Source: an optimization exercise on an open RTL-to-GDS flow (aim: a short achievable clock period and few clock cycles). Production flows keep margins and buffers that such runs may drop.
The RTL was checked by simulation tests, not by an equivalence proof against the original design.
Power and IR drop assume default switching activity.

==> flow/design.v <==
module axi_write_responder #(
    parameter int DATA_WIDTH = 32,
    parameter int MEM_DEPTH  = 64
) (
    input  logic                         ACLK,
    input  logic                         RESETn,
    input  logic [3:0]                   AWID,
    input  logic [31:0]                  AWADDR,
    input  logic [3:0]                   AWLEN,
    input  logic [2:0]                   AWSIZE,
    input  logic [1:0]                   AWBURST,
    input  logic                         AWVALID,
    output logic                         AWREADY,
    input  logic [3:0]                   WID,
    input  logic [DATA_WIDTH-1:0]        WDATA,
    input  logic [DATA_WIDTH/8-1:0]      WSTRB,
    input  logic                         WLAST,
    input  logic                         WVALID,
    output logic                         WREADY,
    output logic [3:0]                   BID,
    output logic [1:0]                   BRESP,
    output logic                         BVALID,
    input  logic                         BREADY,
    input  logic [$clog2(MEM_DEPTH)-1:0] dbg_addr,
    output logic [DATA_WIDTH-1:0]        dbg_rdata
);
    localparam int IDX_W = $clog2(MEM_DEPTH);
    localparam int NB    = DATA_WIDTH / 8;
    localparam logic [1:0] BURST_FIXED = 2'b00;
    localparam logic [1:0] BURST_INCR  = 2'b01;
    localparam logic [1:0] BURST_WRAP  = 2'b10;
    localparam logic [1:0] BURST_RSVD  = 2'b11;
    localparam logic [1:0] RESP_OKAY   = 2'b00;
    localparam logic [1:0] RESP_SLVERR = 2'b10;
    logic       aw_bad;
    logic [7:0] aw_step;
    logic [7:0] aw_mask;
    always_comb begin
        aw_bad = (AWSIZE > 3'd2) || (AWBURST == BURST_RSVD)
              || ((AWBURST == BURST_WRAP) && !((AWLEN == 4'd1) || (AWLEN == 4'd3) || (AWLEN == 4'd7) || (AWLEN == 4'd15)));
        aw_step = (AWBURST == BURST_FIXED) ? 8'd0 : (8'd1 << AWSIZE[1:0]);
        aw_mask = (AWBURST == BURST_WRAP) ? 8'((({4'd0, AWLEN} + 8'd1) << AWSIZE[1:0]) - 8'd1) : 8'hFF;
    end
    logic       cur_v;
    logic [3:0] cur_id;
    logic [7:0] cur_addr;
    logic [7:0] cur_step;
    logic [7:0] cur_mask;
    logic       cur_bad;
    logic [3:0] cur_rem;      
    logic       cur_over;     
    logic       cur_err;
    logic       nxt_v;
    logic [3:0] nxt_id;
    logic [7:0] nxt_addr;
    logic [7:0] nxt_step;
    logic [7:0] nxt_mask;
    logic       nxt_bad;
    logic [3:0] nxt_len;
    logic       b0_v, b1_v;
    logic [3:0] b0_id, b1_id;
    logic [1:0] b0_resp, b1_resp;
    logic       awready_q;
    logic       wready_q;
    logic [DATA_WIDTH-1:0] mem [MEM_DEPTH];
    logic       aw_fire, w_fire, wl_fire, b_fire;
    logic       byp_q;        
    logic       beat_err, last_err;
    logic [1:0] resp;
    logic [7:0] addr_adv;
    logic [3:0] e_id;
    logic [7:0] e_addr, e_step, e_mask;
    logic       e_bad, e_over, e_err;
    logic [3:0] e_rem;
    assign aw_fire = AWVALID && awready_q;
    assign w_fire  = WVALID && (wready_q || (byp_q && AWVALID));
    assign wl_fire = w_fire && WLAST;
    assign b_fire  = b0_v && BREADY;
    always_comb begin
        if (cur_v) begin
            e_id   = cur_id;
            e_addr = cur_addr;
            e_step = cur_step;
            e_mask = cur_mask;
            e_bad  = cur_bad;
            e_rem  = cur_rem;
            e_over = cur_over;
            e_err  = cur_err;
        end else begin
            e_id   = AWID;
            e_addr = AWADDR[7:0];
            e_step = aw_step;
            e_mask = aw_mask;
            e_bad  = aw_bad;
            e_rem  = AWLEN;
            e_over = 1'b0;
            e_err  = 1'b0;
        end
        beat_err = (WID != e_id) || e_bad || e_over;
        last_err = beat_err || (e_rem != 4'd0);
        resp     = (e_err || last_err) ? RESP_SLVERR : RESP_OKAY;
        addr_adv = (e_addr & ~e_mask) | ((e_addr + e_step) & e_mask);
    end
    always_ff @(posedge ACLK) begin
        if (w_fire && !beat_err) begin
            for (int b = 0; b < NB; b++) begin
                if (WSTRB[b]) mem[e_addr[IDX_W+1:2]][8*b +: 8] <= WDATA[8*b +: 8];
            end
        end
    end
    always_ff @(posedge ACLK) begin
        if (cur_v && wl_fire) begin
            if (nxt_v) begin
                cur_id   <= nxt_id;
                cur_addr <= nxt_addr;
                cur_step <= nxt_step;
                cur_mask <= nxt_mask;
                cur_bad  <= nxt_bad;
                cur_rem  <= nxt_len;
            end else begin
                cur_id   <= AWID;
                cur_addr <= AWADDR[7:0];
                cur_step <= aw_step;
                cur_mask <= aw_mask;
                cur_bad  <= aw_bad;
                cur_rem  <= AWLEN;
            end
        end else begin
            cur_id   <= e_id;
            cur_step <= e_step;
            cur_mask <= e_mask;
            cur_bad  <= e_bad;
            if (w_fire) begin
                cur_addr <= addr_adv;
                cur_rem  <= (e_rem != 4'd0) ? e_rem - 4'd1 : e_rem;
            end else begin
                cur_addr <= e_addr;
                cur_rem  <= e_rem;
            end
        end
        if (aw_fire) begin
            nxt_id   <= AWID;
            nxt_addr <= AWADDR[7:0];
            nxt_step <= aw_step;
            nxt_mask <= aw_mask;
            nxt_bad  <= aw_bad;
            nxt_len  <= AWLEN;
        end
    end
    logic cur_v_d, nxt_v_d, b0_v_d, b1_v_d;
    always_comb begin
        if (!cur_v) begin
            cur_v_d = aw_fire && !wl_fire;
            nxt_v_d = 1'b0;
        end else if (wl_fire) begin
            cur_v_d = nxt_v || aw_fire;
            nxt_v_d = 1'b0;
        end else begin
            cur_v_d = 1'b1;
            nxt_v_d = nxt_v || aw_fire;
        end
        if (!b0_v || b_fire) begin
            b0_v_d = b1_v || wl_fire;
            b1_v_d = 1'b0;
        end else begin
            b0_v_d = 1'b1;
            b1_v_d = b1_v || wl_fire;
        end
    end
    always_ff @(posedge ACLK or negedge RESETn) begin
        if (!RESETn) begin
            cur_v     <= 1'b0;
            nxt_v     <= 1'b0;
            b0_v      <= 1'b0;
            b1_v      <= 1'b0;
            cur_over  <= 1'b0;
            cur_err   <= 1'b0;
            awready_q <= 1'b0;
            wready_q  <= 1'b0;
            byp_q     <= 1'b0;
        end else begin
            cur_v     <= cur_v_d;
            nxt_v     <= nxt_v_d;
            b0_v      <= b0_v_d;
            b1_v      <= b1_v_d;
            awready_q <= !nxt_v_d;
            wready_q  <= cur_v_d && !b1_v_d;
            byp_q     <= !cur_v_d && !b1_v_d;
            if (cur_v && wl_fire) begin
                cur_over <= 1'b0;
                cur_err  <= 1'b0;
            end else if (w_fire) begin
                cur_over <= e_over || (e_rem == 4'd0);
                cur_err  <= e_err || beat_err;
            end else begin
                cur_over <= e_over;
                cur_err  <= e_err;
            end
        end
    end
    always_ff @(posedge ACLK) begin
        if (!b0_v || b_fire) begin
            if (b1_v) begin
                b0_id   <= b1_id;
                b0_resp <= b1_resp;
            end else begin
                b0_id   <= e_id;
                b0_resp <= resp;
            end
        end
        if (wl_fire) begin
            b1_id   <= e_id;
            b1_resp <= resp;
        end
    end
    assign AWREADY   = awready_q;
    assign WREADY    = wready_q || (byp_q && AWVALID);
    assign BVALID    = b0_v;
    assign BID       = b0_id;
    assign BRESP     = b0_resp;
    for (genvar b = 0; b < DATA_WIDTH; b++) begin : g_bit
        logic [5:0] an, ap;       
        logic [3:0] mdn;          
        logic [7:0] hin;          
        logic [31:0] pn;          
        logic [7:0] gn;           
        logic [3:0] p;
        logic [1:0] q;
        for (genvar k = 0; k < 6; k++) begin : g_ain
            axi_wr_inv u_n (.a(dbg_addr[k]), .y(an[k]));
            if (k > 0) begin : g_p
                axi_wr_inv u_p (.a(an[k]), .y(ap[k]));
            end else begin : g_np
                assign ap[k] = dbg_addr[k];
            end
        end
        for (genvar i = 0; i < 4; i++) begin : g_mdec
            axi_wr_nand2 u_m (
                .a(i[0] ? ap[1] : an[1]),
                .b(i[1] ? ap[2] : an[2]),
                .y(mdn[i])
            );
        end
        for (genvar i = 0; i < 8; i++) begin : g_hdec
            axi_wr_nand3 u_hi (
                .a(i[0] ? ap[3] : an[3]),
                .b(i[1] ? ap[4] : an[4]),
                .c(i[2] ? ap[5] : an[5]),
                .y(hin[i])
            );
        end
        for (genvar k = 0; k < 32; k++) begin : g_pair
            axi_wr_mux2i u_m (.a0(mem[2*k+1][b]), .a1(mem[2*k][b]), .s(an[0]), .y(pn[k]));
        end
        for (genvar j = 0; j < 8; j++) begin : g_grp
            logic [1:0] t;
            axi_wr_oai22 u_o0 (.a0(pn[4*j+0]), .s0(mdn[0]), .a1(pn[4*j+1]), .s1(mdn[1]), .y(t[0]));
            axi_wr_oai22 u_o1 (.a0(pn[4*j+2]), .s0(mdn[2]), .a1(pn[4*j+3]), .s1(mdn[3]), .y(t[1]));
            axi_wr_nor2  u_r  (.a(t[0]), .b(t[1]), .y(gn[j]));
        end
        for (genvar k = 0; k < 4; k++) begin : g_pair2
            axi_wr_oai22 u_o (.a0(gn[2*k]), .s0(hin[2*k]), .a1(gn[2*k+1]), .s1(hin[2*k+1]), .y(p[k]));
        end
        axi_wr_nor2  u_r0 (.a(p[0]), .b(p[1]), .y(q[0]));
        axi_wr_nor2  u_r1 (.a(p[2]), .b(p[3]), .y(q[1]));
        axi_wr_nand2 u_n  (.a(q[0]), .b(q[1]), .y(dbg_rdata[b]));
    end
endmodule
module axi_wr_inv (
    input  logic a,
    output logic y
);
    assign y = !a;
endmodule
module axi_wr_nand3 (
    input  logic a,
    input  logic b,
    input  logic c,
    output logic y
);
    assign y = !(a && b && c);
endmodule
module axi_wr_mux2i (
    input  logic a0,
    input  logic a1,
    input  logic s,
    output logic y
);
    assign y = !(s ? a1 : a0);
endmodule
module axi_wr_oai22 (
    input  logic a0,
    input  logic s0,
    input  logic a1,
    input  logic s1,
    output logic y
);
    assign y = !((a0 || s0) && (a1 || s1));
endmodule
module axi_wr_nand2 (
    input  logic a,
    input  logic b,
    output logic y
);
    assign y = !(a && b);
endmodule
module axi_wr_nor2 (
    input  logic a,
    input  logic b,
    output logic y
);
    assign y = !(a || b);
endmodule
export LEC_CHECK = 0
export CAP_MARGIN = 20
export CORE_MARGIN = 2
export CORE_UTILIZATION = 45
export PLACE_DENSITY = 0.6
export SETUP_SLACK_MARGIN = 3.5
export SLEW_MARGIN = 20
export SYNTH_HIERARCHICAL = 1
create_clock -name core_clock -period 6.0 [get_ports {ACLK}]
standard.sh (not shown) runs the stock make flow with config.mk's settings and CLKGATE_MAP_FILE= SYNTH_SCRIPT=/design/flow/synth_recipe.tcl, a recipe that flattens the netlist after the stock synthesis.
==> flow/flow/run.sh <==
#!/bin/bash
# Own layout flow: the standard ORFS flow (standard.sh), with two changes that only affect
# how the combinational logic is sized:
#  1. cells that only add delay (delay gates, low-power and delay clock buffers/inverters) are
#     kept out of the logic, so synthesis and timing repair cannot pick them;
#  2. after floorplan, the small gates of the debug-read tree get stronger cells (upsize.tcl),
#     before placement, so placement and repair start from stronger gates.
# Registers, power grid, tap cells and every other step are the standard flow's.
# Each tool's full output goes to its own log file in this folder (ORFS also keeps its own
# per-step logs under orfs/logs/).
set -euo pipefail
here=$(pwd)
export DONT_USE_CELLS="sky130_fd_sc_hd__dlygate* sky130_fd_sc_hd__clkdlybuf* sky130_fd_sc_hd__dlymetal* sky130_fd_sc_hd__clkinvlp*"
res="$here/orfs/results/$FLOW_PLATFORM/axi_write_responder/base"
bash standard.sh floorplan > "$here/log_1_floorplan.log" 2>&1
printf 'read_db %s\nsource %s\nwrite_db %s\n' "$res/2_floorplan.odb" "$here/flow/upsize.tcl" "$res/2_floorplan.odb" > "$here/upsize_run.tcl"
openroad -no_init -exit "$here/upsize_run.tcl" > "$here/log_2_upsize.log" 2>&1
bash standard.sh finish > "$here/log_3_finish.log" 2>&1
==> flow/flow/upsize.tcl <==
# Give the small gates of the debug-read tree more drive before placement: every nand2, nor2,
# nand3, nand4, a22oi, o22ai and inverter of drive 0, 1 or 2 becomes the drive-4 cell of the
# same function, and every mux2i of drive 0 or 1 the drive-2 cell (same pins). Registers and
# all other cells are left as synthesis made them.
set db [ord::get_db]
set block [ord::get_db_block]
set n 0
foreach inst [$block getInsts] {
  set m [[$inst getMaster] getName]
  if {[regexp {^(sky130_fd_sc_hd__(?:nand2|nor2|nand3|nand4|a22oi|o22ai|inv))_[012]$} $m -> base]} {
    set new [$db findMaster ${base}_4]
    if {$new ne "NULL" && $new ne ""} { $inst swapMaster $new; incr n }
  } elseif {[regexp {^(sky130_fd_sc_hd__mux2i)_[01]$} $m -> base]} {
    set new [$db findMaster ${base}_2]
    if {$new ne "NULL" && $new ne ""} { $inst swapMaster $new; incr n }
  }
}
puts "upsized $n instances"
Testbench counts at the start, summed over its fixed seeds: cycles 8,907.
Change:
--- a/flow/design.v
+++ b/flow/design.v
@@ -224,17 +224,17 @@
         logic [7:0] hin;          
         logic [31:0] pn;          
         logic [7:0] gn;           
         logic [3:0] p;
         logic [1:0] q;
+        logic [3:0] s0;           
         for (genvar k = 0; k < 6; k++) begin : g_ain
             axi_wr_inv u_n (.a(dbg_addr[k]), .y(an[k]));
-            if (k > 0) begin : g_p
-                axi_wr_inv u_p (.a(an[k]), .y(ap[k]));
-            end else begin : g_np
-                assign ap[k] = dbg_addr[k];
-            end
+            axi_wr_inv u_p (.a(an[k]), .y(ap[k]));
+        end
+        for (genvar c = 0; c < 4; c++) begin : g_s0
+            axi_wr_inv u_s (.a(an[0]), .y(s0[c]));
         end
         for (genvar i = 0; i < 4; i++) begin : g_mdec
             axi_wr_nand2 u_m (
                 .a(i[0] ? ap[1] : an[1]),
                 .b(i[1] ? ap[2] : an[2]),
@@ -248,11 +248,11 @@
                 .c(i[2] ? ap[5] : an[5]),
                 .y(hin[i])
             );
         end
         for (genvar k = 0; k < 32; k++) begin : g_pair
-            axi_wr_mux2i u_m (.a0(mem[2*k+1][b]), .a1(mem[2*k][b]), .s(an[0]), .y(pn[k]));
+            axi_wr_mux2i u_m (.a0(mem[2*k][b]), .a1(mem[2*k+1][b]), .s(s0[k/8]), .y(pn[k]));
         end
         for (genvar j = 0; j < 8; j++) begin : g_grp
             logic [1:0] t;
             axi_wr_oai22 u_o0 (.a0(pn[4*j+0]), .s0(mdn[0]), .a1(pn[4*j+1]), .s1(mdn[1]), .y(t[0]));
             axi_wr_oai22 u_o1 (.a0(pn[4*j+2]), .s0(mdn[2]), .a1(pn[4*j+3]), .s1(mdn[3]), .y(t[1]));
What happened: The new run ran to the end with no violations; clock skew went down by 0.015 ns; final cell count is lower by 0.78%; clock power is lower by about 6%; register-to-register slack improved by 0.12 ns; die area grows by 0.55%; final area rose by 0.35%; clock-buffer cell count climbs by 4; worst hold slack gets worse by 0.023 ns.
Testbench counts after the change, summed over its fixed seeds: cycles 8,907.

==> static timing again, ports no longer ideal <==
The flow's constraints put no driver on any port. The routed layouts listed below were extracted and timed again, unchanged, in two steps. Step 1: set_driving_cell puts a clkbuf_16 on ACLK and a buf_2 on each other input, an assumption about the parent block. Step 2 moves the port delays by t, midway between the first and last clock arrival at a register: inputs arrive t later, outputs are due t later. That takes back most of the time a late clock gives input paths. Slacks: ideal ports / drivers / drivers and shift; pairs: ideal ports / drivers.
run	shift t [ns]	setup slack, ns	cell pins on the clock port's net
the first run	0.974	1.512 / 1.440 / 1.440	1
the second run	0.956	1.777 / 1.487 / 1.487	1
After both steps setup and hold are still met in every run listed. For the second run, which loses most, drivers alone change the setup slack by -0.290 ns; drivers and shift together by -0.290 ns.
